Background: an optimization exercise with open tools, aiming at small area and a short achievable clock period. Do not read the settings as production practice.
In this exercise RTL edits were held to simulation tests only and were not proved equivalent to the original.

$ cat flow/flow/run.sh
#!/bin/bash
set -euo pipefail
bash standard.sh synth > synth.log 2>&1
bash standard.sh SETUP_SLACK_MARGIN=10.5 "BUFFER_PORTS_ARGS=-buffer_cell sky130_fd_sc_hd__buf_1" finish > layout.log 2>&1
$ cat flow/standard.sh
#!/bin/bash
# synth_recipe.tcl (not shown) runs the flow's synth.tcl, then flattens the netlist and writes it again
# the make line also repeats each setting of config.mk as NAME=value (left out here)
make -C /OpenROAD-flow-scripts/flow DESIGN_CONFIG=/design/flow/config.mk WORK_HOME=/design/flow/orfs CLKGATE_MAP_FILE= SYNTH_SCRIPT=/design/flow/synth_recipe.tcl "${@:-finish}"
$ cat flow/config.mk
export PLATFORM = sky130hd
export DESIGN_NAME = fft16_pt
export DESIGN_NICKNAME = fft16_pt
export VERILOG_FILES = /design/flow/design.v
export SDC_FILE = /design/flow/constraint.sdc
export NUM_CORES = 4
export LEC_CHECK = 0
export CAP_MARGIN = 20
export CORE_MARGIN = 2
export CORE_UTILIZATION = 60
export SLEW_MARGIN = 20
$ cat flow/constraint.sdc
create_clock -name core_clock -period 15.0 [get_ports {clk}]
set_input_delay 3.0000 -clock core_clock [delete_from_list [all_inputs] [get_ports {clk}]]
set_output_delay 3.0000 -clock core_clock [all_outputs]
set_load 0.01 [all_outputs]
$ cat flow/design.v
module fft16_pt #(
  parameter int DW = 24,
  parameter int TW = 14,
  parameter int IW = 16
) (
  input  logic                 clk,
  input  logic                 rst,
  input  logic signed [IW-1:0] din_r,
  input  logic signed [IW-1:0] din_i,
  output logic signed [DW-1:0] x1_r,
  output logic signed [DW-1:0] x1_c,
  output logic signed [DW-1:0] x2_r,
  output logic signed [DW-1:0] x2_c,
  output logic signed [DW-1:0] y1_r,
  output logic signed [DW-1:0] y1_c,
  output logic signed [DW-1:0] y2_r,
  output logic signed [DW-1:0] y2_c,
  output logic signed [TW-1:0] ra1_r,
  output logic signed [TW-1:0] ra1_c,
  output logic signed [DW-1:0] z1_r,
  output logic signed [DW-1:0] z1_c,
  output logic signed [DW-1:0] z2_r,
  output logic signed [DW-1:0] z2_c
);
  localparam int SW = 21;    
  localparam int OW = 20;    
  localparam int PW = 23;    
  logic [5:0] c;
  always_ff @(posedge clk) begin
    if (rst) c <= 6'd0;
    else if (c != 6'd56) c <= c + 6'd1;
  end
  logic ld, cmp, outp;
  assign ld   = (c < 6'd16);
  assign cmp  = (c >= 6'd16) && (c < 6'd48);
  assign outp = (c >= 6'd48) && (c < 6'd56);
  logic signed [SW-1:0] tr [8], ti [8], lr [8], li [8];
  logic signed [SW-1:0] z1r_v, z1i_v, z2r_v, z2i_v;    
  logic [4:0] b;         
  assign b = 5'(c - 6'd16);
  logic [2:0] n8;        
  assign n8 = c[2:0];
  logic tx7, tx6, tx4;   
  assign tx7 = cmp && (b[4:3] == 2'd1) && !b[0];
  assign tx6 = cmp && (b[4:3] == 2'd2) && !b[1];
  assign tx4 = cmp && (b[4:3] == 2'd3) && !b[2];
  logic ins_l0, ins_t5, ins_l3;
  assign ins_t5 = ld && (n8 == 3'd1 || n8 == 3'd3);
  assign ins_l3 = ld && (n8 == 3'd4 || n8 == 3'd6);
  assign ins_l0 = ld && !(n8 == 3'd1 || n8 == 3'd3 || n8 == 3'd4 || n8 == 3'd6);
  logic signed [SW-1:0] dr, di;
  assign dr = SW'(din_r);
  assign di = SW'(din_i);
  always_ff @(posedge clk) begin
    tr[0] <= ld ? lr[7] : z1r_v;
    ti[0] <= ld ? li[7] : z1i_v;
    tr[1] <= tr[0]; ti[1] <= ti[0];
    tr[2] <= tr[1]; ti[2] <= ti[1];
    tr[3] <= tr[2]; ti[3] <= ti[2];
    tr[4] <= tx4 ? lr[7] : tr[3];
    ti[4] <= tx4 ? li[7] : ti[3];
    tr[5] <= ins_t5 ? dr : tr[4];
    ti[5] <= ins_t5 ? di : ti[4];
    tr[6] <= tx6 ? lr[7] : tr[5];
    ti[6] <= tx6 ? li[7] : ti[5];
    tr[7] <= tx7 ? lr[7] : tr[6];
    ti[7] <= tx7 ? li[7] : ti[6];
    lr[0] <= ins_l0 ? dr : (ld ? tr[7] : z2r_v);
    li[0] <= ins_l0 ? di : (ld ? ti[7] : z2i_v);
    lr[1] <= lr[0]; li[1] <= li[0];
    lr[2] <= lr[1]; li[2] <= li[1];
    lr[3] <= ins_l3 ? dr : lr[2];
    li[3] <= ins_l3 ? di : li[2];
    lr[4] <= lr[3]; li[4] <= li[3];
    lr[5] <= lr[4]; li[5] <= li[4];
    lr[6] <= lr[5]; li[6] <= li[5];
    lr[7] <= lr[6]; li[7] <= li[6];
  end
  function automatic logic [2:0] tw_m(input logic [4:0] bi);
    case (bi[4:3])
      2'd0: tw_m = 3'd0;
      2'd1: tw_m = {bi[0], 2'b00};
      2'd2: tw_m = {bi[1:0], 1'b0};
      default: tw_m = bi[2:0];
    endcase
  endfunction
  logic [5:0] c_nx;
  assign c_nx = (c == 6'd56) ? c : c + 6'd1;
  logic [4:0] bb_nx;     
  assign bb_nx = 5'(c_nx - 6'd14);
  logic [2:0] mr_nx;
  assign mr_nx = tw_m(bb_nx);
  logic [7:0] sl_nx;     
  always_comb begin
    case (mr_nx)
      3'd0: sl_nx = 8'b0010_1000;
      3'd1: sl_nx = 8'b0010_1001;
      3'd2: sl_nx = 8'b0010_1001;
      3'd3: sl_nx = 8'b1000_0110;
      3'd4: sl_nx = 8'b1000_0110;
      3'd5: sl_nx = 8'b1001_0111;
      3'd6: sl_nx = 8'b1001_0111;
      default: sl_nx = 8'b0110_1101;
    endcase
  end
  logic bt_nx;           
  always_comb begin
    case (bb_nx[4:3])
      2'd1: bt_nx = !bb_nx[0];
      2'd2: bt_nx = !bb_nx[1];
      2'd3: bt_nx = !bb_nx[2];
      default: bt_nx = 1'b0;
    endcase
  end
  logic rd_bt, rd_s1, rd_s2, rd_odd, rd_sq2;
  logic rp_v, rp_n, rq_v, rq_n, ip_v, ip_n, iq_v, iq_n;
  always_ff @(posedge clk) begin
    rd_bt  <= bt_nx;
    rd_s1  <= (bb_nx[4:3] == 2'd1);
    rd_s2  <= (bb_nx[4:3] == 2'd2);
    rd_odd <= mr_nx[0];
    rd_sq2 <= (mr_nx == 3'd2) || (mr_nx == 3'd6);
    {rp_v, rp_n, rq_v, rq_n, ip_v, ip_n, iq_v, iq_n} <= sl_nx;
  end
  logic m_odd, m_sq2;
  assign m_odd = rd_odd;
  assign m_sq2 = rd_sq2;
  logic signed [OW-1:0] bsr, bsi;
  always_comb begin
    if (!rd_bt) begin
      bsr = OW'(lr[5]); bsi = OW'(li[5]);
    end else if (rd_s1) begin
      bsr = OW'(tr[4]); bsi = OW'(ti[4]);
    end else if (rd_s2) begin
      bsr = OW'(tr[3]); bsi = OW'(ti[3]);
    end else begin
      bsr = OW'(tr[1]); bsi = OW'(ti[1]);
    end
  end
  function automatic logic [PW-1:0] sel_p(input logic [OW-1:0] u, input logic [OW-1:0] v,
      input logic p_v, input logic p_n, input logic q_v, input logic q_n,
      input logic odd, input logic sq2);
    logic signed [OW-1:0] pt, qt;
    logic signed [PW-1:0] a, c;
    pt = (p_v ? v : u) ^ {OW{p_n}};
    qt = (q_v ? v : u) ^ {OW{q_n}};
    a  = odd ? {pt, 3'b000} : {{3{pt[OW-1]}}, pt};
    c  = odd ? ~{{3{qt[OW-1]}}, qt} : (sq2 ? {{3{qt[OW-1]}}, qt} : {PW{1'b0}});
    sel_p = a + c + {{(PW-1){1'b0}}, odd};
  endfunction
  logic [PW-1:0] pop_r, pop_i;
  logic [OW-1:0] qop_r, qop_i;
  logic k_odd, k_sq2, k_rpn, k_rqn, k_ipn, k_iqn;
  always_ff @(posedge clk) begin
    pop_r <= sel_p(bsr, bsi, rp_v, rp_n, rq_v, rq_n, m_odd, m_sq2);
    pop_i <= sel_p(bsr, bsi, ip_v, ip_n, iq_v, iq_n, m_odd, m_sq2);
    qop_r <= ((rq_v ? bsi : bsr) ^ {OW{rq_n}});
    qop_i <= ((iq_v ? bsi : bsr) ^ {OW{iq_n}});
    k_odd <= m_odd;
    k_sq2 <= m_sq2;
    k_rpn <= rp_n; k_rqn <= rq_n; k_ipn <= ip_n; k_iqn <= iq_n;
  end
  logic [OW-1:0] xsr, xcr, xsi, xci;
  logic          xcir, xcii;
  fft16_pt_rot u_rot_r (.p(pop_r), .q(qop_r), .odd(k_odd), .sq2(k_sq2), .pn(k_rpn), .qn(k_rqn),
                        .ps(xsr), .pc(xcr), .pci(xcir));
  fft16_pt_rot u_rot_i (.p(pop_i), .q(qop_i), .odd(k_odd), .sq2(k_sq2), .pn(k_ipn), .qn(k_iqn),
                        .ps(xsi), .pc(xci), .pci(xcii));
  logic [OW-1:0] pqs_r, pqc_r, pqs_i, pqc_i;
  logic          pqci_r, pqci_i;
  always_ff @(posedge clk) begin
    pqs_r <= xsr; pqc_r <= xcr; pqci_r <= xcir;
    pqs_i <= xsi; pqc_i <= xci; pqci_i <= xcii;
  end
  logic signed [OW-1:0] pq_r, pq_i;
  assign pq_r = pqs_r + pqc_r + OW'(pqci_r);
  assign pq_i = pqs_i + pqc_i + OW'(pqci_i);
  logic bt2;
  always_comb begin
    case (b[4:3])
      2'd1: bt2 = !b[0];
      2'd2: bt2 = !b[1];
      2'd3: bt2 = !b[2];
      default: bt2 = 1'b0;
    endcase
  end
  logic signed [OW-1:0] bxr, bxi;
  always_comb begin
    if (!bt2) begin
      bxr = OW'(lr[7]); bxi = OW'(li[7]);
    end else begin
      case (b[4:3])
        2'd1: begin bxr = OW'(tr[6]); bxi = OW'(ti[6]); end
        2'd2: begin bxr = OW'(tr[5]); bxi = OW'(ti[5]); end
        default: begin bxr = OW'(tr[3]); bxi = OW'(ti[3]); end
      endcase
    end
  end
  logic signed [OW-1:0] ar, ai;
  assign ar = OW'(tr[7]);
  assign ai = OW'(ti[7]);
  assign z1r_v = SW'(ar) + SW'(pq_r);
  assign z1i_v = SW'(ai) + SW'(pq_i);
  assign z2r_v = SW'(ar) - SW'(pq_r);
  assign z2i_v = SW'(ai) - SW'(pq_i);
  logic [2:0] mb;
  assign mb = tw_m(b);
  logic signed [TW-1:0] wr, wi;
  always_comb begin
    case (mb)
      3'd0: begin wr =  14'sd4096; wi =  14'sd0;    end
      3'd1: begin wr =  14'sd3784; wi = -14'sd1567; end
      3'd2: begin wr =  14'sd2896; wi = -14'sd2896; end
      3'd3: begin wr =  14'sd1567; wi = -14'sd3784; end
      3'd4: begin wr =  14'sd0;    wi = -14'sd4096; end
      3'd5: begin wr = -14'sd1567; wi = -14'sd3784; end
      3'd6: begin wr = -14'sd2896; wi = -14'sd2896; end
      default: begin wr = -14'sd3784; wi = -14'sd1567; end
    endcase
  end
  logic signed [OW-1:0] x1r_q, x1i_q, x2r_q, x2i_q, y1r_q, y1i_q, y2r_q, y2i_q;
  logic signed [SW-1:0] z1r_q, z1i_q, z2r_q, z2i_q;
  logic signed [TW-1:0] war_q, wai_q;
  always_ff @(posedge clk) begin
    if (rst || !cmp) begin
      x1r_q <= '0; x1i_q <= '0; x2r_q <= '0; x2i_q <= '0;
      y1r_q <= '0; y1i_q <= '0; y2r_q <= '0; y2i_q <= '0;
      war_q <= '0; wai_q <= '0;
    end else begin
      x1r_q <= ar; x1i_q <= ai; x2r_q <= bxr; x2i_q <= bxi;
      y1r_q <= pq_r; y1i_q <= pq_i; y2r_q <= -pq_r; y2i_q <= -pq_i;
      war_q <= wr; wai_q <= wi;
    end
  end
  always_ff @(posedge clk) begin
    if (rst || ld) begin
      z1r_q <= '0; z1i_q <= '0; z2r_q <= '0; z2i_q <= '0;
    end else if (cmp) begin
      z1r_q <= z1r_v; z1i_q <= z1i_v; z2r_q <= z2r_v; z2i_q <= z2i_v;
    end else if (outp) begin
      z1r_q <= tr[7]; z1i_q <= ti[7]; z2r_q <= lr[7]; z2i_q <= li[7];
    end
  end
  assign x1_r = DW'(x1r_q); assign x1_c = DW'(x1i_q);
  assign x2_r = DW'(x2r_q); assign x2_c = DW'(x2i_q);
  assign y1_r = DW'(y1r_q); assign y1_c = DW'(y1i_q);
  assign y2_r = DW'(y2r_q); assign y2_c = DW'(y2i_q);
  assign ra1_r = war_q; assign ra1_c = wai_q;
  assign z1_r = DW'(z1r_q); assign z1_c = DW'(z1i_q);
  assign z2_r = DW'(z2r_q); assign z2_c = DW'(z2i_q);
endmodule
module fft16_pt_rot (
  input  logic [22:0] p,
  input  logic [19:0] q,
  input  logic        odd,
  input  logic        sq2,
  input  logic        pn,
  input  logic        qn,
  output logic [19:0] ps,
  output logic [19:0] pc,
  output logic        pci
);
  logic [31:0] sa, sb;
  wire w1 = (odd & p[0]);
  wire w2 = ((odd & ~sq2 & ~pn & qn) | (odd & ~sq2 & pn & qn));
  wire w3 = (odd & p[1]);
  wire w4 = ((odd & ~sq2 & ~pn & qn) | (odd & ~sq2 & pn & qn));
  wire w5 = (odd & p[2]);
  wire w6 = ((odd & ~sq2 & ~pn & qn) | (odd & ~sq2 & pn & qn));
  wire w7 = (odd & ~p[0]);
  wire w8 = (odd & p[3]);
  wire w9 = (odd & ~q[0]);
  wire w10 = ((odd & ~sq2 & ~pn & qn) | (odd & ~sq2 & pn & ~qn));
  wire w11 = (odd & ~p[1]);
  wire w12 = (odd & p[4]);
  wire w13 = (sq2 & p[0]);
  wire w14 = (odd & ~q[1]);
  wire w15 = ((~odd & sq2 & ~pn & qn) | (~odd & sq2 & pn & ~qn) | (odd & ~sq2 & ~pn & ~qn) | (odd & ~sq2 & pn & ~qn) | (odd & ~sq2 & pn & qn));
  wire w16 = (odd & ~p[0]);
  wire w17 = (odd & ~p[2]);
  wire w18 = (odd & p[5]);
  wire w19 = (sq2 & p[1]);
  wire w20 = (odd & ~q[2]);
  wire w21 = ((~odd & sq2 & pn & qn) | (odd & ~sq2 & ~pn & ~qn) | (odd & ~sq2 & pn & ~qn));
  wire w22 = (odd & ~p[1]);
  wire w23 = (odd & ~p[3]);
  wire w24 = ((odd & p[6]) | (sq2 & p[0]));
  wire w25 = (sq2 & p[2]);
  wire w26 = (odd & ~q[3]);
  wire w27 = ((~odd & sq2 & ~pn & qn) | (~odd & sq2 & pn & ~qn) | (odd & ~sq2 & ~pn & qn) | (odd & ~sq2 & pn & ~qn));
  wire w28 = (odd & ~p[2]);
  wire w29 = (odd & ~p[4]);
  wire w30 = ((odd & p[7]) | (sq2 & p[1]));
  wire w31 = (sq2 & p[3]);
  wire w32 = (odd & ~q[4]);
  wire w33 = ((~odd & sq2 & pn & qn) | (odd & ~sq2 & pn & ~qn));
  wire w34 = (odd & ~p[3]);
  wire w35 = ((odd & ~p[5]) | (sq2 & ~p[0]));
  wire w36 = ((odd & p[8]) | (sq2 & p[2]));
  wire w37 = (sq2 & p[4]);
  wire w38 = (odd & ~q[5]);
  wire w39 = ((~odd & sq2 & ~pn & ~qn) | (~odd & sq2 & pn & qn) | (odd & ~sq2 & pn & qn));
  wire w40 = (odd & p[0]);
  wire w41 = (odd & ~p[4]);
  wire w42 = ((odd & ~p[6]) | (sq2 & ~p[1]));
  wire w43 = ((odd & p[9]) | (sq2 & p[3]));
  wire w44 = (sq2 & p[5]);
  wire w45 = (odd & ~q[6]);
  wire w46 = ((~odd & sq2 & pn & qn) | (odd & ~sq2 & ~pn & qn) | (odd & ~sq2 & pn & ~qn));
  wire w47 = (odd & p[1]);
  wire w48 = ((odd & ~p[5]) | (sq2 & ~p[0]));
  wire w49 = ((odd & ~p[7]) | (sq2 & ~p[2]));
  wire w50 = ((odd & p[10]) | (sq2 & p[4]));
  wire w51 = (sq2 & p[6]);
  wire w52 = (odd & ~q[7]);
  wire w53 = ((~odd & sq2 & ~pn & ~qn) | (odd & ~sq2 & ~pn & qn) | (odd & ~sq2 & pn & ~qn) | (odd & ~sq2 & pn & qn));
  wire w54 = (odd & p[2]);
  wire w55 = ((odd & ~p[6]) | (sq2 & ~p[1]));
  wire w56 = ((odd & ~p[8]) | (sq2 & ~p[3]));
  wire w57 = ((odd & p[11]) | (sq2 & p[5]));
  wire w58 = ((odd & q[0]) | (sq2 & p[7]));
  wire w59 = (odd & ~q[8]);
  wire w60 = ((~odd & sq2 & pn & qn) | (odd & ~sq2 & pn & ~qn));
  wire w61 = ((odd & p[3]) | (~odd & p[0]));
  wire w62 = ((odd & ~p[7]) | (sq2 & ~p[2]));
  wire w63 = ((odd & ~p[9]) | (sq2 & ~p[4]));
  wire w64 = ((odd & p[12]) | (sq2 & p[6]));
  wire w65 = ((odd & q[1]) | (sq2 & p[8]));
  wire w66 = (odd & ~q[9]);
  wire w67 = ((~odd & ~sq2 & pn & ~qn) | (~odd & ~sq2 & pn & qn) | (~odd & sq2 & ~pn & qn) | (~odd & sq2 & pn & ~qn) | (~odd & sq2 & pn & qn) | (odd & ~sq2 & pn & qn));
  wire w68 = ((odd & p[4]) | (~odd & p[1]));
  wire w69 = ((odd & ~p[8]) | (sq2 & ~p[3]));
  wire w70 = ((odd & ~p[10]) | (sq2 & ~p[5]));
  wire w71 = ((odd & p[13]) | (sq2 & p[7]));
  wire w72 = ((odd & q[2]) | (sq2 & p[9]));
  wire w73 = (odd & ~q[10]);
  wire w74 = ((odd & p[5]) | (~odd & p[2]));
  wire w75 = ((odd & ~p[9]) | (sq2 & ~p[4]));
  wire w76 = ((odd & ~p[11]) | (sq2 & ~p[6]));
  wire w77 = ((odd & p[14]) | (sq2 & p[8]));
  wire w78 = ((odd & q[3]) | (sq2 & p[10]));
  wire w79 = (odd & ~q[11]);
  wire w80 = ((odd & p[6]) | (~odd & p[3]));
  wire w81 = ((odd & ~p[10]) | (sq2 & ~p[5]));
  wire w82 = ((odd & ~p[12]) | (sq2 & ~p[7]));
  wire w83 = ((odd & p[15]) | (sq2 & p[9]));
  wire w84 = ((odd & q[4]) | (sq2 & p[11]));
  wire w85 = (odd & ~q[12]);
  wire w86 = ((odd & p[7]) | (~odd & p[4]));
  wire w87 = ((odd & ~p[11]) | (sq2 & ~p[6]));
  wire w88 = ((odd & ~p[13]) | (sq2 & ~p[8]));
  wire w89 = ((odd & p[16]) | (sq2 & p[10]));
  wire w90 = ((odd & q[5]) | (sq2 & p[12]));
  wire w91 = (odd & ~q[13]);
  wire w92 = ((odd & p[8]) | (~odd & p[5]));
  wire w93 = ((odd & ~p[12]) | (sq2 & ~p[7]));
  wire w94 = ((odd & ~p[14]) | (sq2 & ~p[9]));
  wire w95 = ((odd & p[17]) | (sq2 & p[11]));
  wire w96 = ((odd & q[6]) | (sq2 & p[13]));
  wire w97 = (odd & ~q[14]);
  wire w98 = ((odd & p[9]) | (~odd & p[6]));
  wire w99 = ((odd & ~p[13]) | (sq2 & ~p[8]));
  wire w100 = ((odd & ~p[15]) | (sq2 & ~p[10]));
  wire w101 = ((odd & p[18]) | (sq2 & p[12]));
  wire w102 = ((odd & q[7]) | (sq2 & p[14]));
  wire w103 = (odd & ~q[15]);
  wire w104 = ((odd & p[10]) | (~odd & p[7]));
  wire w105 = ((odd & ~p[14]) | (sq2 & ~p[9]));
  wire w106 = ((odd & ~p[16]) | (sq2 & ~p[11]));
  wire w107 = ((odd & p[19]) | (sq2 & p[13]));
  wire w108 = ((odd & q[8]) | (sq2 & p[15]));
  wire w109 = (odd & ~q[16]);
  wire w110 = ((odd & p[11]) | (~odd & p[8]));
  wire w111 = ((odd & ~p[15]) | (sq2 & ~p[10]));
  wire w112 = ((odd & ~p[17]) | (sq2 & ~p[12]));
  wire w113 = ((odd & p[20]) | (sq2 & p[14]));
  wire w114 = ((odd & q[9]) | (sq2 & p[16]));
  wire w115 = (odd & ~q[17]);
  wire w116 = ((odd & p[12]) | (~odd & p[9]));
  wire w117 = ((odd & ~p[16]) | (sq2 & ~p[11]));
  wire w118 = ((odd & ~p[18]) | (sq2 & ~p[13]));
  wire w119 = ((odd & p[21]) | (sq2 & p[15]));
  wire w120 = ((odd & q[10]) | (sq2 & p[17]));
  wire w121 = (odd & ~q[18]);
  wire w122 = ((odd & p[13]) | (~odd & p[10]));
  wire w123 = ((odd & ~p[17]) | (sq2 & ~p[12]));
  wire w124 = ((odd & ~p[19]) | (sq2 & ~p[14]));
  wire w125 = ((odd & ~p[22]) | (sq2 & p[16]));
  wire w126 = ((odd & q[11]) | (sq2 & p[18]));
  wire w127 = (odd & q[19]);
  wire w128 = ((odd & p[14]) | (~odd & p[11]));
  wire w129 = ((odd & ~p[18]) | (sq2 & ~p[13]));
  wire w130 = ((odd & ~p[20]) | (sq2 & ~p[15]));
  wire w131 = (sq2 & p[17]);
  wire w132 = ((odd & q[12]) | (sq2 & p[19]));
  wire w133 = ((odd & ~sq2 & ~pn & ~qn) | (odd & ~sq2 & ~pn & qn) | (odd & ~sq2 & pn & ~qn) | (odd & ~sq2 & pn & qn));
  wire w134 = ((odd & p[15]) | (~odd & p[12]));
  wire w135 = ((odd & ~p[19]) | (sq2 & ~p[14]));
  wire w136 = ((odd & ~p[21]) | (sq2 & ~p[16]));
  wire w137 = (sq2 & p[18]);
  wire w138 = ((odd & q[13]) | (sq2 & p[20]));
  wire w139 = ((odd & ~sq2 & ~pn & ~qn) | (odd & ~sq2 & ~pn & qn) | (odd & ~sq2 & pn & ~qn) | (odd & ~sq2 & pn & qn));
  wire w140 = ((odd & p[16]) | (~odd & p[13]));
  wire w141 = ((odd & ~p[20]) | (sq2 & ~p[15]));
  wire w142 = ((odd & p[22]) | (sq2 & ~p[17]));
  wire w143 = (sq2 & p[19]);
  wire w144 = ((odd & q[14]) | (sq2 & p[21]));
  wire w145 = ((odd & p[17]) | (~odd & p[14]));
  wire w146 = ((odd & ~p[21]) | (sq2 & ~p[16]));
  wire w147 = (sq2 & ~p[18]);
  wire w148 = (sq2 & p[20]);
  wire w149 = ((odd & q[15]) | (sq2 & ~p[22]));
  wire w150 = ((~odd & sq2 & ~pn & ~qn) | (~odd & sq2 & ~pn & qn) | (~odd & sq2 & pn & ~qn) | (~odd & sq2 & pn & qn) | (odd & ~sq2 & ~pn & ~qn) | (odd & ~sq2 & ~pn & qn) | (odd & ~sq2 & pn & ~qn) | (odd & ~sq2 & pn & qn));
  wire w151 = ((odd & p[18]) | (~odd & p[15]));
  wire w152 = ((odd & p[22]) | (sq2 & ~p[17]));
  wire w153 = (sq2 & ~p[19]);
  wire w154 = (sq2 & p[21]);
  wire w155 = (odd & q[16]);
  wire w156 = ((~odd & sq2 & ~pn & ~qn) | (~odd & sq2 & ~pn & qn) | (~odd & sq2 & pn & ~qn) | (~odd & sq2 & pn & qn));
  wire w157 = ((odd & p[19]) | (~odd & p[16]));
  wire w158 = (sq2 & ~p[18]);
  wire w159 = (sq2 & ~p[20]);
  wire w160 = (sq2 & ~p[22]);
  wire w161 = (odd & q[17]);
  wire w162 = ((odd & ~sq2 & ~pn & ~qn) | (odd & ~sq2 & ~pn & qn) | (odd & ~sq2 & pn & ~qn) | (odd & ~sq2 & pn & qn));
  wire w163 = ((odd & p[20]) | (~odd & p[17]));
  wire w164 = (sq2 & ~p[19]);
  wire w165 = (sq2 & ~p[21]);
  wire w166 = (odd & q[18]);
  wire w167 = ((~odd & sq2 & ~pn & ~qn) | (~odd & sq2 & ~pn & qn) | (~odd & sq2 & pn & ~qn) | (~odd & sq2 & pn & qn) | (odd & ~sq2 & ~pn & ~qn) | (odd & ~sq2 & ~pn & qn) | (odd & ~sq2 & pn & ~qn) | (odd & ~sq2 & pn & qn));
  wire w168 = ((odd & p[21]) | (~odd & p[18]));
  wire w169 = (sq2 & ~p[20]);
  wire w170 = (sq2 & p[22]);
  wire w171 = (odd & ~q[19]);
  wire w172 = ((odd & ~p[22]) | (~odd & p[19]));
  wire w173 = (sq2 & ~p[21]);
  wire w174 = ((~odd & sq2 & ~pn & ~qn) | (~odd & sq2 & ~pn & qn) | (~odd & sq2 & pn & ~qn) | (~odd & sq2 & pn & qn));
  wire w175 = w40 ^ w41;
  wire w176 = w40 & w41;
  wire w177 = w47 ^ w48 ^ w49;
  wire w178 = (w47 & w48) | (w47 & w49) | (w48 & w49);
  wire w179 = w54 ^ w55 ^ w56;
  wire w180 = (w54 & w55) | (w54 & w56) | (w55 & w56);
  wire w181 = w61 ^ w62 ^ w63;
  wire w182 = (w61 & w62) | (w61 & w63) | (w62 & w63);
  wire w183 = w68 ^ w69;
  wire w184 = w68 & w69;
  wire w185 = w74 ^ w75;
  wire w186 = w74 & w75;
  wire w187 = w80 ^ w81;
  wire w188 = w80 & w81;
  wire w189 = w86 ^ w87;
  wire w190 = w86 & w87;
  wire w191 = w92 ^ w93;
  wire w192 = w92 & w93;
  wire w193 = w98 ^ w99;
  wire w194 = w98 & w99;
  wire w195 = w104 ^ w105;
  wire w196 = w104 & w105;
  wire w197 = w110 ^ w111;
  wire w198 = w110 & w111;
  wire w199 = w116 ^ w117;
  wire w200 = w116 & w117;
  wire w201 = w122 ^ w123;
  wire w202 = w122 & w123;
  wire w203 = w128 ^ w129;
  wire w204 = w128 & w129;
  wire w205 = w134 ^ w135;
  wire w206 = w134 & w135;
  wire w207 = w11 ^ w12;
  wire w208 = w11 & w12;
  wire w209 = w16 ^ w17 ^ w18;
  wire w210 = (w16 & w17) | (w16 & w18) | (w17 & w18);
  wire w211 = w19 ^ w20;
  wire w212 = w19 & w20;
  wire w213 = w22 ^ w23 ^ w24;
  wire w214 = (w22 & w23) | (w22 & w24) | (w23 & w24);
  wire w215 = w25 ^ w26 ^ w27;
  wire w216 = (w25 & w26) | (w25 & w27) | (w26 & w27);
  wire w217 = w28 ^ w29 ^ w30;
  wire w218 = (w28 & w29) | (w28 & w30) | (w29 & w30);
  wire w219 = w31 ^ w32 ^ w33;
  wire w220 = (w31 & w32) | (w31 & w33) | (w32 & w33);
  wire w221 = w34 ^ w35 ^ w36;
  wire w222 = (w34 & w35) | (w34 & w36) | (w35 & w36);
  wire w223 = w37 ^ w38 ^ w39;
  wire w224 = (w37 & w38) | (w37 & w39) | (w38 & w39);
  wire w225 = w42 ^ w43 ^ w44;
  wire w226 = (w42 & w43) | (w42 & w44) | (w43 & w44);
  wire w227 = w45 ^ w46 ^ w175;
  wire w228 = (w45 & w46) | (w45 & w175) | (w46 & w175);
  wire w229 = w50 ^ w51 ^ w52;
  wire w230 = (w50 & w51) | (w50 & w52) | (w51 & w52);
  wire w231 = w53 ^ w177 ^ w176;
  wire w232 = (w53 & w177) | (w53 & w176) | (w177 & w176);
  wire w233 = w57 ^ w58 ^ w59;
  wire w234 = (w57 & w58) | (w57 & w59) | (w58 & w59);
  wire w235 = w60 ^ w179 ^ w178;
  wire w236 = (w60 & w179) | (w60 & w178) | (w179 & w178);
  wire w237 = w64 ^ w65 ^ w66;
  wire w238 = (w64 & w65) | (w64 & w66) | (w65 & w66);
  wire w239 = w67 ^ w181 ^ w180;
  wire w240 = (w67 & w181) | (w67 & w180) | (w181 & w180);
  wire w241 = w70 ^ w71 ^ w72;
  wire w242 = (w70 & w71) | (w70 & w72) | (w71 & w72);
  wire w243 = w73 ^ w183 ^ w182;
  wire w244 = (w73 & w183) | (w73 & w182) | (w183 & w182);
  wire w245 = w76 ^ w77 ^ w78;
  wire w246 = (w76 & w77) | (w76 & w78) | (w77 & w78);
  wire w247 = w79 ^ w185 ^ w184;
  wire w248 = (w79 & w185) | (w79 & w184) | (w185 & w184);
  wire w249 = w82 ^ w83 ^ w84;
  wire w250 = (w82 & w83) | (w82 & w84) | (w83 & w84);
  wire w251 = w85 ^ w187 ^ w186;
  wire w252 = (w85 & w187) | (w85 & w186) | (w187 & w186);
  wire w253 = w88 ^ w89 ^ w90;
  wire w254 = (w88 & w89) | (w88 & w90) | (w89 & w90);
  wire w255 = w91 ^ w189 ^ w188;
  wire w256 = (w91 & w189) | (w91 & w188) | (w189 & w188);
  wire w257 = w94 ^ w95 ^ w96;
  wire w258 = (w94 & w95) | (w94 & w96) | (w95 & w96);
  wire w259 = w97 ^ w191 ^ w190;
  wire w260 = (w97 & w191) | (w97 & w190) | (w191 & w190);
  wire w261 = w100 ^ w101 ^ w102;
  wire w262 = (w100 & w101) | (w100 & w102) | (w101 & w102);
  wire w263 = w103 ^ w193 ^ w192;
  wire w264 = (w103 & w193) | (w103 & w192) | (w193 & w192);
  wire w265 = w106 ^ w107 ^ w108;
  wire w266 = (w106 & w107) | (w106 & w108) | (w107 & w108);
  wire w267 = w109 ^ w195 ^ w194;
  wire w268 = (w109 & w195) | (w109 & w194) | (w195 & w194);
  wire w269 = w112 ^ w113 ^ w114;
  wire w270 = (w112 & w113) | (w112 & w114) | (w113 & w114);
  wire w271 = w115 ^ w197 ^ w196;
  wire w272 = (w115 & w197) | (w115 & w196) | (w197 & w196);
  wire w273 = w118 ^ w119 ^ w120;
  wire w274 = (w118 & w119) | (w118 & w120) | (w119 & w120);
  wire w275 = w121 ^ w199 ^ w198;
  wire w276 = (w121 & w199) | (w121 & w198) | (w199 & w198);
  wire w277 = w124 ^ w125 ^ w126;
  wire w278 = (w124 & w125) | (w124 & w126) | (w125 & w126);
  wire w279 = w127 ^ w201 ^ w200;
  wire w280 = (w127 & w201) | (w127 & w200) | (w201 & w200);
  wire w281 = w130 ^ w131 ^ w132;
  wire w282 = (w130 & w131) | (w130 & w132) | (w131 & w132);
  wire w283 = w133 ^ w203 ^ w202;
  wire w284 = (w133 & w203) | (w133 & w202) | (w203 & w202);
  wire w285 = w136 ^ w137 ^ w138;
  wire w286 = (w136 & w137) | (w136 & w138) | (w137 & w138);
  wire w287 = w139 ^ w205 ^ w204;
  wire w288 = (w139 & w205) | (w139 & w204) | (w205 & w204);
  wire w289 = w140 ^ w141 ^ w142;
  wire w290 = (w140 & w141) | (w140 & w142) | (w141 & w142);
  wire w291 = w143 ^ w144 ^ w206;
  wire w292 = (w143 & w144) | (w143 & w206) | (w144 & w206);
  wire w293 = w145 ^ w146 ^ w147;
  wire w294 = (w145 & w146) | (w145 & w147) | (w146 & w147);
  wire w295 = w148 ^ w149 ^ w150;
  wire w296 = (w148 & w149) | (w148 & w150) | (w149 & w150);
  wire w297 = w151 ^ w152 ^ w153;
  wire w298 = (w151 & w152) | (w151 & w153) | (w152 & w153);
  wire w299 = w154 ^ w155 ^ w156;
  wire w300 = (w154 & w155) | (w154 & w156) | (w155 & w156);
  wire w301 = w157 ^ w158 ^ w159;
  wire w302 = (w157 & w158) | (w157 & w159) | (w158 & w159);
  wire w303 = w160 ^ w161 ^ w162;
  wire w304 = (w160 & w161) | (w160 & w162) | (w161 & w162);
  wire w305 = w163 ^ w164 ^ w165;
  wire w306 = (w163 & w164) | (w163 & w165) | (w164 & w165);
  wire w307 = w166 ^ w167;
  wire w308 = w166 & w167;
  wire w309 = w168 ^ w169 ^ w170;
  wire w310 = (w168 & w169) | (w168 & w170) | (w169 & w170);
  wire w311 = w7 ^ w8;
  wire w312 = w7 & w8;
  wire w313 = w13 ^ w14 ^ w15;
  wire w314 = (w13 & w14) | (w13 & w15) | (w14 & w15);
  wire w315 = w21 ^ w209 ^ w211;
  wire w316 = (w21 & w209) | (w21 & w211) | (w209 & w211);
  wire w317 = w213 ^ w215 ^ w210;
  wire w318 = (w213 & w215) | (w213 & w210) | (w215 & w210);
  wire w319 = w217 ^ w219 ^ w214;
  wire w320 = (w217 & w219) | (w217 & w214) | (w219 & w214);
  wire w321 = w221 ^ w223 ^ w218;
  wire w322 = (w221 & w223) | (w221 & w218) | (w223 & w218);
  wire w323 = w225 ^ w227 ^ w222;
  wire w324 = (w225 & w227) | (w225 & w222) | (w227 & w222);
  wire w325 = w229 ^ w231 ^ w226;
  wire w326 = (w229 & w231) | (w229 & w226) | (w231 & w226);
  wire w327 = w233 ^ w235 ^ w230;
  wire w328 = (w233 & w235) | (w233 & w230) | (w235 & w230);
  wire w329 = w237 ^ w239 ^ w234;
  wire w330 = (w237 & w239) | (w237 & w234) | (w239 & w234);
  wire w331 = w241 ^ w243 ^ w238;
  wire w332 = (w241 & w243) | (w241 & w238) | (w243 & w238);
  wire w333 = w245 ^ w247 ^ w242;
  wire w334 = (w245 & w247) | (w245 & w242) | (w247 & w242);
  wire w335 = w249 ^ w251 ^ w246;
  wire w336 = (w249 & w251) | (w249 & w246) | (w251 & w246);
  wire w337 = w253 ^ w255 ^ w250;
  wire w338 = (w253 & w255) | (w253 & w250) | (w255 & w250);
  wire w339 = w257 ^ w259 ^ w254;
  wire w340 = (w257 & w259) | (w257 & w254) | (w259 & w254);
  wire w341 = w261 ^ w263 ^ w258;
  wire w342 = (w261 & w263) | (w261 & w258) | (w263 & w258);
  wire w343 = w265 ^ w267 ^ w262;
  wire w344 = (w265 & w267) | (w265 & w262) | (w267 & w262);
  wire w345 = w269 ^ w271 ^ w266;
  wire w346 = (w269 & w271) | (w269 & w266) | (w271 & w266);
  wire w347 = w273 ^ w275 ^ w270;
  wire w348 = (w273 & w275) | (w273 & w270) | (w275 & w270);
  wire w349 = w277 ^ w279 ^ w274;
  wire w350 = (w277 & w279) | (w277 & w274) | (w279 & w274);
  wire w351 = w281 ^ w283 ^ w278;
  wire w352 = (w281 & w283) | (w281 & w278) | (w283 & w278);
  wire w353 = w285 ^ w287 ^ w282;
  wire w354 = (w285 & w287) | (w285 & w282) | (w287 & w282);
  wire w355 = w289 ^ w291 ^ w286;
  wire w356 = (w289 & w291) | (w289 & w286) | (w291 & w286);
  wire w357 = w293 ^ w295 ^ w290;
  wire w358 = (w293 & w295) | (w293 & w290) | (w295 & w290);
  wire w359 = w297 ^ w299 ^ w294;
  wire w360 = (w297 & w299) | (w297 & w294) | (w299 & w294);
  wire w361 = w301 ^ w303 ^ w298;
  wire w362 = (w301 & w303) | (w301 & w298) | (w303 & w298);
  wire w363 = w305 ^ w307 ^ w302;
  wire w364 = (w305 & w307) | (w305 & w302) | (w307 & w302);
  wire w365 = w171 ^ w309 ^ w306;
  wire w366 = (w171 & w309) | (w171 & w306) | (w309 & w306);
  wire w367 = w172 ^ w173 ^ w174;
  wire w368 = (w172 & w173) | (w172 & w174) | (w173 & w174);
  wire w369 = w9 ^ w10;
  wire w370 = w9 & w10;
  wire w371 = w207 ^ w313 ^ w312;
  wire w372 = (w207 & w313) | (w207 & w312) | (w313 & w312);
  wire w373 = w208 ^ w315 ^ w314;
  wire w374 = (w208 & w315) | (w208 & w314) | (w315 & w314);
  wire w375 = w212 ^ w317 ^ w316;
  wire w376 = (w212 & w317) | (w212 & w316) | (w317 & w316);
  wire w377 = w216 ^ w319 ^ w318;
  wire w378 = (w216 & w319) | (w216 & w318) | (w319 & w318);
  wire w379 = w220 ^ w321 ^ w320;
  wire w380 = (w220 & w321) | (w220 & w320) | (w321 & w320);
  wire w381 = w224 ^ w323 ^ w322;
  wire w382 = (w224 & w323) | (w224 & w322) | (w323 & w322);
  wire w383 = w228 ^ w325 ^ w324;
  wire w384 = (w228 & w325) | (w228 & w324) | (w325 & w324);
  wire w385 = w232 ^ w327 ^ w326;
  wire w386 = (w232 & w327) | (w232 & w326) | (w327 & w326);
  wire w387 = w236 ^ w329 ^ w328;
  wire w388 = (w236 & w329) | (w236 & w328) | (w329 & w328);
  wire w389 = w240 ^ w331 ^ w330;
  wire w390 = (w240 & w331) | (w240 & w330) | (w331 & w330);
  wire w391 = w244 ^ w333 ^ w332;
  wire w392 = (w244 & w333) | (w244 & w332) | (w333 & w332);
  wire w393 = w248 ^ w335 ^ w334;
  wire w394 = (w248 & w335) | (w248 & w334) | (w335 & w334);
  wire w395 = w252 ^ w337 ^ w336;
  wire w396 = (w252 & w337) | (w252 & w336) | (w337 & w336);
  wire w397 = w256 ^ w339 ^ w338;
  wire w398 = (w256 & w339) | (w256 & w338) | (w339 & w338);
  wire w399 = w260 ^ w341 ^ w340;
  wire w400 = (w260 & w341) | (w260 & w340) | (w341 & w340);
  wire w401 = w264 ^ w343 ^ w342;
  wire w402 = (w264 & w343) | (w264 & w342) | (w343 & w342);
  wire w403 = w268 ^ w345 ^ w344;
  wire w404 = (w268 & w345) | (w268 & w344) | (w345 & w344);
  wire w405 = w272 ^ w347 ^ w346;
  wire w406 = (w272 & w347) | (w272 & w346) | (w347 & w346);
  wire w407 = w276 ^ w349 ^ w348;
  wire w408 = (w276 & w349) | (w276 & w348) | (w349 & w348);
  wire w409 = w280 ^ w351 ^ w350;
  wire w410 = (w280 & w351) | (w280 & w350) | (w351 & w350);
  wire w411 = w284 ^ w353 ^ w352;
  wire w412 = (w284 & w353) | (w284 & w352) | (w353 & w352);
  wire w413 = w288 ^ w355 ^ w354;
  wire w414 = (w288 & w355) | (w288 & w354) | (w355 & w354);
  wire w415 = w292 ^ w357 ^ w356;
  wire w416 = (w292 & w357) | (w292 & w356) | (w357 & w356);
  wire w417 = w296 ^ w359 ^ w358;
  wire w418 = (w296 & w359) | (w296 & w358) | (w359 & w358);
  wire w419 = w300 ^ w361 ^ w360;
  wire w420 = (w300 & w361) | (w300 & w360) | (w361 & w360);
  wire w421 = w304 ^ w363 ^ w362;
  wire w422 = (w304 & w363) | (w304 & w362) | (w363 & w362);
  wire w423 = w308 ^ w365 ^ w364;
  wire w424 = (w308 & w365) | (w308 & w364) | (w365 & w364);
  wire w425 = w310 ^ w367 ^ w366;
  wire w426 = (w310 & w367) | (w310 & w366) | (w367 & w366);
  assign sa = {w425, w423, w421, w419, w417, w415, w413, w411, w409, w407, w405, w403, w401, w399, w397, w395, w393, w391, w389, w387, w385, w383, w381, w379, w377, w375, w373, w371, w311, w5, w3, w1};
  assign sb = {w424, w422, w420, w418, w416, w414, w412, w410, w408, w406, w404, w402, w400, w398, w396, w394, w392, w390, w388, w386, w384, w382, w380, w378, w376, w374, w372, w370, w369, w6, w4, w2};
  logic [12:0] lo;
  assign lo  = {1'b0, sa[11:0]} + {1'b0, sb[11:0]};
  assign ps  = sa[31:12];
  assign pc  = sb[31:12];
  assign pci = lo[12];
endmodule
==> Implementation_results.wiki, run 1 <==
{| class="wikitable"
! Metric !! Value
|-
| Number of slew-limit violations in the final report || 0
|-
| Crit end category || register
|-
| Run status || timing/DRC/antenna clean
|-
| Via count of the first global-routing pass || between 30,000 and 40,000
|-
| Number of maximum-capacitance constraint violations || 0
|-
| Global route total overflow || 0
|-
| Worst-path cell chain || buf_12 > mux2i_1 > o21ai_2 > mux2i_4 > mux2i_4 > xor2_2 > mux2_2 > fa_1 > inv_2 > fa_2 > nor2b_1 > o21a_1 > o21ai_2 > a21o_1 > a21oi_2 > a211o_1 > a31o_2 > a21oi_1 > xnor3_1
|-
| Clock-pin slew reported for the worst setup and hold paths after clock tree synthesis || about 0.070 ns
|-
| Number of H-tree branching levels || 3
|-
| Number of synthesized register bits || approximately 1,100
|-
| Setup_tns || 0 ns
|-
| Highest cell delay on the worst timing path || approximately 0.46 ns
|-
| Worst slack after detailed placement || between 9 and 10 ns
|-
| Critical path class || reg -> reg
|-
| Total core area || between 0.08 and 0.09 sq mm
|-
| Fmax achieved || approximately 0.22 GHz
|-
| Die extent in y || between 200 and 300 um
|-
| TritonCTS clock tree || yes
|-
| Number of buffers added on ports || ~350
|-
| Number of distinct library cells after synthesis || 102
|-
| Crit path launch type || register
|-
| Cell accounting for the most synthesized area || sky130_fd_sc_hd__dfxtp_1
|-
| Family with the most delay on the worst path || compound AO/OA/AOI/OAI gates
|-
| Filler Cell Count || 6,735
|-
| Synth-to-layout area growth || 14.9%
|-
| Worst Reg2Reg Path Length in Cells || 19
|-
| Final worst setup slack || 10.41 ns
|-
| Antenna diode count || 0
|-
| Crit Reg-Reg Endpoint || pop_r[22]
|-
| Number of warnings reported in the yosys synthesis log || 5
|-
| Worst hold start || ti[2][18]
|-
| TritonCTS sink count || ~1,100
|-
| Predominant post-synthesis flop cell || sky130_fd_sc_hd__dfxtp_1
|-
| I/O Pins || 350
|-
| DPL Wire Length || between 100,000 and 150,000 um
|-
| Pin count of the biggest net entering global routing || approximately 100
|-
| First-pass GRT wire length || between 200,000 and 250,000 um
|-
| Initial DRC Count || between 3,000 and 4,000
|-
| Setup slack on the worst flop-to-flop path || 10.41 ns
|-
| Part of the Yosys area used for sequential elements || between 40% and 50%
|-
| Finished layout cell area || around 0.059 sq mm
|-
| Number of DRC violations after detailed routing || 0
|-
| Crit-path slowest cell || sky130_fd_sc_hd__fa_1
|-
| Die width || between 200 and 300 um
|-
| Commonest cells after routing, fill and taps aside || sky130_fd_sc_hd__dfxtp_1, sky130_fd_sc_hd__inv_1, sky130_fd_sc_hd__nand2_1
|-
| Worst slew margin || a little under a quarter
|-
| Number of instances in the synthesized netlist || between 5,000 and 6,000
|-
| Via-to-Cell Ratio || slightly below 6
|-
| Number of placement rows || about 110
|-
| Netlist Area Pre-Place || 0.0512 sq mm
|-
| Class of the worst hold path || reg -> reg
|-
| Worst-Margin Slew || between 1 and 1.5 ns
|-
| Die Area || about 0.09 sq mm
|-
| Setup repair after global routing missed its margin || yes
|-
| Global-route usage over all layers || a little over a third
|-
| Fraction of synthesized cell area taken by the top area cell type || a little over two fifths
|-
| Data arrival time of the worst path || slightly above 5 ns
|-
| Layout Cells excl Fill || 6,544
|-
| Post-DP Area || about 0.053 sq mm
|-
| Post-route minimum period || around 4.6 ns
|-
| Core utilization of the finished layout || around 70%
|-
| Proportion of layout cells with a drive suffix above 1 || roughly 14%
|-
| Hold Crit Depth || 0
|-
| Number of endpoints failing setup at the final stage || 0
|-
| Number of iterations in the first detailed-routing pass || 5
|-
| Mean routed wirelength per cell || approximately 25 um
|-
| Number of vias in the routed layout || about 38,000
|-
| Maximum root-to-sink buffer count || 3
|-
| Skew final || 0.0820 ns
|-
| Average cell area after synthesis || just over 10 sq um
|-
| Number of antenna violations at the first check in global routing || 3
|-
| Initial core utilization || between 60% and 70%
|-
| Biggest area contributors in the synthesized netlist || sky130_fd_sc_hd__dfxtp_1, sky130_fd_sc_hd__fa_1, sky130_fd_sc_hd__ha_1
|-
| Req. time, crit path || ~16 ns
|-
| Critical path peak fanout || 13
|-
| Later-pin clock latency in the skew report || between 0.7 and 0.8 ns
|-
| Post-Route WL || 161,000 um
|-
| Buffers and inverters on the worst path || 2
|-
| Routability-driven placement congestion ratio || about 0.96
|-
| Placed insts || roughly 6,300
|-
| EDFF count, synth || 0
|-
| Final cycle utilization of the critical path || a little under a third
|-
| CTS buffer count || between 100 and 150
|-
| Most common cell after layout, fill and taps aside || sky130_fd_sc_hd__dfxtp_1
|-
| Worst Hold Endpoint || ti[3][18]
|-
| Final-stage net count || between 5,000 and 6,000
|-
| Proportion of register bits with asynchronous set or reset after synthesis || 0%
|-
| Worst flop-to-flop path startpoint || rd_s2
|-
| Final hold slack || 0.307 ns
|-
| Antenna violation net count after detailed routing || 0
|-
| Root cell of the clock tree || sky130_fd_sc_hd__clkbuf_16
|-
| Hold violation count in the final report || 0
|-
| Hold buffer count at CTS || 0
|}
[per-layer routing]
| layer | global-route usage (%) | share of wire, % |
|---|---|---|
| met4 | 12.1 | 3.5 |
| met5 | 0 | 0.021 |
| met1 | 49.1 | 43 |
| met3 | 7.90 | 8.3 |
| met2 | 56.1 | 45 |
[state kept, by name, summed over array words and instances, names as in the netlist, 21 cells and up]
register	cells
lr	168
z2r_q	21
ti	168
z1r_q	21
pop_r	23
li	168
tr	168
z2i_q	21
pop_i	23
z1i_q	21
[logic make-up (layout without fill, tap and decap cells)]
family                     count (synthesis)  after routing  synth area share, %
AOI/OAI and AO/OA                        964            964                 12.1
DFF                                     1124           1124                 43.9
buffers and inverters                    731           1085                 5.79
and+or+nand+nor                         1043           1045                 9.55
muxes                                    480            480                 10.0
xor gates and xnor gates                 245            245                 4.23
other                                      1              3              0.00732
adders and majority gates                454            454                 14.4
[synthesized netlist by cell type, types with 9 or more instances]
library cell	number
sky130_fd_sc_hd__a211oi_1	118
sky130_fd_sc_hd__a21o_1	78
sky130_fd_sc_hd__a21oi_1	220
sky130_fd_sc_hd__a22oi_1	83
sky130_fd_sc_hd__a31oi_1	23
sky130_fd_sc_hd__and2_1	82
sky130_fd_sc_hd__and3_1	17
sky130_fd_sc_hd__buf_1	32
sky130_fd_sc_hd__buf_4	57
sky130_fd_sc_hd__clkbuf_1	214
sky130_fd_sc_hd__dfxtp_1	1124
sky130_fd_sc_hd__fa_1	224
sky130_fd_sc_hd__ha_1	230
sky130_fd_sc_hd__inv_1	416
sky130_fd_sc_hd__mux2_2	254
sky130_fd_sc_hd__mux2i_1	225
sky130_fd_sc_hd__nand2_1	357
sky130_fd_sc_hd__nand2b_1	40
sky130_fd_sc_hd__nand3_1	43
sky130_fd_sc_hd__nand4_1	17
sky130_fd_sc_hd__nor2_1	301
sky130_fd_sc_hd__nor2b_1	69
sky130_fd_sc_hd__nor3_1	48
sky130_fd_sc_hd__o211ai_1	9
sky130_fd_sc_hd__o21a_1	25
sky130_fd_sc_hd__o21ai_0	247
sky130_fd_sc_hd__o21bai_1	21
sky130_fd_sc_hd__o22ai_1	38
sky130_fd_sc_hd__o31ai_1	15
sky130_fd_sc_hd__or3_1	18
sky130_fd_sc_hd__xnor2_1	169
sky130_fd_sc_hd__xor2_1	74
[layout make-up]
type	instances	area, sq um	area share [%]
clock buffers	156	3180	5.40
clock inverters	43	684	1.16
inverters	422	1600	2.71
multi-input cells	3191	26900	45.8
flip-flops and latches	1124	22500	38.3
well taps	1144	1430	2.43
repair buffers	464	2460	4.19
[worst reg2reg max path, delay by kind of cell (launching register included)]
kind                       cells  cell delay [ns]
buffers and inverters          2             0.29
DFF                            1             0.41
AOI/OAI and AO/OA              8             1.47
adders and majority gates      2             0.68
xor gates and xnor gates       2             0.50
and+or+nand+nor                1             0.06
muxes                          4             1.05
[how the worst max path moves through the flow]
| stage | slack (ns) | start | endpoint | cells after the start |
|---|---|---|---|---|
| after floorplan | 10.48 | pqs_r[0] | tr[0][19] | 18 |
| after global placement | 9.13 | rst | war_q[8] | 7 |
| after detailed placement | 9.10 | rst | war_q[8] | 7 |
| after CTS | 10.26 | rd_bt | pop_r[22] | 18 |
| after global routing | 10.30 | pqci_r | tr[0][19] | 14 |
| final | 10.41 | rd_s2 | pop_r[22] | 19 |
[timing repair]
| action | in CTS | in global routing |
|---|---|---|
| resized for setup | 127 | 120 |
| setup buffers | 32 | 45 |
| pin swaps | 28 | 42 |
| gates cloned | 5 | 1 |
| setup endpoints to repair | 180 | 75 |
==> run 2, diff against run 1 <==
--- a/flow/config.mk
+++ b/flow/config.mk
@@ -8,4 +8,6 @@
 export CAP_MARGIN = 20
 export CORE_MARGIN = 2
 export CORE_UTILIZATION = 60
+export CTS_CLUSTER_DIAMETER = 100
+export CTS_CLUSTER_SIZE = 30
 export SLEW_MARGIN = 20
==> run 2 against run 1 <==
Effect of this change:
- still clean on timing, DRC and antenna
- utilization decreased by 2.7 points
- worst setup slack got worse by 0.031 ns
==> Implementation_results.wiki, run 2 <==
{| class="wikitable"
! Metric !! Value
|-
| Antenna violation net count after detailed routing || 0 (unchanged)
|-
| Part of the Yosys area used for sequential elements || 43.9% (unchanged)
|-
| Later-pin clock latency in the skew report || 0.67 ns (-0.05 ns)
|-
| First-pass GRT wire length || 228,000 um (-2.5%)
|-
| Crit end category || register
|-
| Number of synthesized register bits || 1,124 (unchanged)
|-
| Setup slack on the worst flop-to-flop path || 10.38 ns (-0.03 ns)
|-
| TritonCTS clock tree || yes
|-
| Via count of the first global-routing pass || 35,841 (-3.0%)
|-
| Number of H-tree branching levels || 2 (-1)
|-
| Final-stage net count || 5,736 (-1.1%)
|-
| Netlist Area Pre-Place || 0.0512 sq mm (unchanged)
|-
| Number of warnings reported in the yosys synthesis log || 5 (unchanged)
|-
| Routed length on met3 || 13,800 um (+3.8%)
|-
| Initial DRC Count || 2,893 (-3.8%)
|-
| Number of vias in the routed layout || 37,574 (-1.9%)
|-
| Synth cell count leaders || sky130_fd_sc_hd__dfxtp_1, sky130_fd_sc_hd__inv_1, sky130_fd_sc_hd__nand2_1, sky130_fd_sc_hd__nor2_1, sky130_fd_sc_hd__mux2_2
|-
| Run status || timing/DRC/antenna clean
|-
| Via-to-Cell Ratio || 5.87 (+0.19%)
|-
| Number of instances in the synthesized netlist || 5,042 (unchanged)
|-
| Mean routed wirelength per cell || 24.7 um (+0.60%)
|-
| Fmax achieved || 0.217 GHz (-0.68%)
|-
| Hold buffer count at CTS || 0 (unchanged)
|-
| Final cycle utilization of the critical path || 30.8% (+0.21 points)
|-
| Post-route minimum period || 4.62 ns (+0.0313 ns)
|-
| Routability-driven placement congestion ratio || 0.959 (unchanged)
|-
| Hold violation count in the final report || 0 (unchanged)
|-
| Setup_tns || 0 ns (unchanged)
|-
| Biggest area contributors in the synthesized netlist || sky130_fd_sc_hd__dfxtp_1, sky130_fd_sc_hd__fa_1, sky130_fd_sc_hd__ha_1
|-
| Pin count of the biggest net entering global routing || 101 (unchanged)
|-
| Setup repair after global routing missed its margin || yes
|-
| EDFF count, synth || 0 (unchanged)
|-
| Maximum root-to-sink buffer count || 3 (unchanged)
|-
| Proportion of layout cells with a drive suffix above 1 || 12.9% (-1.5 points)
|-
| Proportion of register bits with asynchronous set or reset after synthesis || 0% (unchanged)
|-
| Data arrival time of the worst path || 5.15 ns (about the same)
|-
| Cell accounting for the most synthesized area || sky130_fd_sc_hd__dfxtp_1
|-
| Average cell area after synthesis || 10.2 sq um (unchanged)
|-
| Commonest cells after routing, fill and taps aside || sky130_fd_sc_hd__dfxtp_1, sky130_fd_sc_hd__inv_1, sky130_fd_sc_hd__nand2_1
|-
| Total core area || 0.0849 sq mm (unchanged)
|-
| Routed length on met1 || 67,400 um (-2.3%)
|-
| Number of buffers added on ports || 346 (unchanged)
|-
| Filler Cell Count || 7,000 (+3.9%)
|-
| Die Area || 0.0877 sq mm (unchanged)
|-
| Predominant post-synthesis flop cell || sky130_fd_sc_hd__dfxtp_1
|-
| Finished layout cell area || 0.0565 sq mm (-3.9%)
|-
| Die width || 296 um (unchanged)
|-
| Number of slew-limit violations in the final report || 0 (unchanged)
|-
| Clock-pin slew reported for the worst setup and hold paths after clock tree synthesis || 0.11 ns (+0.04 ns)
|-
| Fraction of synthesized cell area taken by the top area cell type || 43.9% (unchanged)
|-
| Global route total overflow || 0 (unchanged)
|-
| Number of placement rows || 107 (unchanged)
|-
| DPL Wire Length || 114,000 um (unchanged)
|-
| CTS buffer count || 46 (-58%)
|-
| Leading cell type by number of instances after synthesis || sky130_fd_sc_hd__dfxtp_1
|-
| Crit path launch type || register
|-
| Number of endpoints failing setup at the final stage || 0 (unchanged)
|-
| Post-DP Area || 0.0530 sq mm (unchanged)
|-
| Class of the worst hold path || reg -> reg
|-
| Critical path class || reg -> reg
|-
| Critical path peak fanout || 13 (unchanged)
|-
| Initial core utilization || 60.3% (unchanged)
|-
| Synth-to-layout area growth || 10.4%
|-
| Skew final || 0.0424 ns (-0.0396 ns)
|-
| Global-route usage over all layers || 35.1% (-0.72 points)
|-
| Post-Route WL || 158,000 um (-1.5%)
|-
| Number of iterations in the first detailed-routing pass || 6 (+1)
|-
| Final hold slack || 0.323 ns (+0.0158 ns)
|-
| Number of DRC violations after detailed routing || 0 (unchanged)
|-
| Worst-Margin Slew || 1.10 ns (-0.0416 ns)
|-
| TritonCTS sink count || 1,124 (unchanged)
|-
| Number of distinct library cells after synthesis || 102 (unchanged)
|-
| Number of antenna violations at the first check in global routing || 3 (unchanged)
|-
| Req. time, crit path || 15.53 ns (-0.04 ns)
|-
| Worst slew margin || 26.4% (+2.9 points)
|-
| Die extent in y || 296 um (unchanged)
|-
| Number of maximum-capacitance constraint violations || 0 (unchanged)
|-
| Root cell of the clock tree || sky130_fd_sc_hd__clkbuf_16
|-
| Most common cell after layout, fill and taps aside || sky130_fd_sc_hd__dfxtp_1
|-
| Met2 Wirelength || 70,700 um (-3.0%)
|-
| I/O Pins || 350 (unchanged)
|-
| Uppermost signal routing layer after detailed routing || met5
|}
[run 2: cell type report]
cell class	instances	area [sq um]	area share (%)
Multi-Input combinational cell	3191	27100	48.0
Inverter	422	1600	2.83
Sequential cell	1124	22500	39.9
Clock buffer	48	1190	2.11
Antenna cell	2	5.00	0.00886
Timing Repair Buffer	463	2410	4.27
Clock inverter	12	246	0.436
Tap cell	1144	1430	2.53
[run 2: worst paths after layout]
| path | startpoint | to | depth (start not counted) |
|---|---|---|---|
| max | rd_s2 | pop_r[22] | 15 |
| min | lr[0][19] | lr[1][19] | 0 |
| max reg2reg | rd_s2 | pop_r[22] | 15 |
| min reg2reg | lr[0][19] | lr[1][19] | 0 |
[run 2: logic make-up (layout without fill, tap and decap cells)]
family                     count (synthesis)  after routing  share of synthesized area [%]
adders and majority gates                454            454                           14.4
xor gates and xnor gates                 245            245                           4.23
other                                      1              5                        0.00732
and+or+nand+nor                         1043           1045                           9.55
DFF                                     1124           1124                           43.9
AOI/OAI and AO/OA                        964            964                           12.1
muxes                                    480            480                           10.0
buffers and inverters                    731            945                           5.79
[run 2: stage by stage]
stage | utilization [%] | setup WS [ns] | cells
2_1_floorplan | - | 10.48 | 5044
3_3_place_gp | 62.4 | 9.13 | 6262
3_5_place_dp | 62.4 | 9.10 | 6262
4_1_cts | 65.3 | 10.33 | 6364
5_1_grt | 66.6 | 10.26 | 6405
6_report | 66.6 | 10.38 | 6406
[run 2: what timing repair did]
action / in CTS / in global routing
buffers inserted: 39 / 38
pin swaps: 35 / 45
hold endpoints to repair: 0 / 0
setup endpoints to repair: 199 / 74
gates resized for setup: 133 / 143
gates cloned: 3 / 2
[run 2: critical path, stage by stage, from the launching register on]
cell and delay, ns:
sky130_fd_sc_hd__dfxtp_4 0.43, sky130_fd_sc_hd__bufbuf_16 0.34, sky130_fd_sc_hd__mux2i_1 0.19, sky130_fd_sc_hd__o21ai_0 0.08, sky130_fd_sc_hd__mux2i_1 0.45, sky130_fd_sc_hd__mux2i_1 0.29
sky130_fd_sc_hd__xor2_1 0.31, sky130_fd_sc_hd__mux2_2 0.37, sky130_fd_sc_hd__ha_1 0.34, sky130_fd_sc_hd__o21a_1 0.21, sky130_fd_sc_hd__nor2_1 0.32, sky130_fd_sc_hd__a21oi_2 0.13
sky130_fd_sc_hd__a211o_1 0.31, sky130_fd_sc_hd__a31o_2 0.23, sky130_fd_sc_hd__a21oi_1 0.18, sky130_fd_sc_hd__xnor3_1 0.32
[run 2: layer usage]
| metal | GRT usage [%] | up-vias |
|---|---|---|
| met1 | 47.3 | 18520 |
| met4 | 13.5 | 4 |
| met5 | 0.665 | - |
| met2 | 54.1 | 1495 |
| met3 | 9.23 | 292 |
| li1 | - | 17263 |

## static timing again, ports no longer ideal
How much do the figures lean on ideal ports? The routed layouts below were timed once more, with nothing changed but the port constraints.
Step 1 assumes that a clkbuf_16 drives the clock port and a buf_2 every other input.
Step 2 also shifts input and output timing later by t, the mid clock arrival at the registers, as if the neighbouring blocks saw the same clock.
Slacks: no drivers / after step 1 / after step 2; pairs: no drivers / after step 1.
run	t (ns)	setup slack, ns	hold slack, ns	worst setup path at the end	cell pins on the clock port's net
run 1	0.751	10.413 / 10.413 / 9.894	0.307 / 0.307 / 0.307	input to register	1
run 2	0.720	10.382 / 10.382 / 9.814	0.323 / 0.323 / 0.323	input to register	1
After both steps setup and hold are still met in every run listed. The setup slack of run 2, which loses most, moves by 0.000 ns with the drivers and by -0.568 ns with both steps.
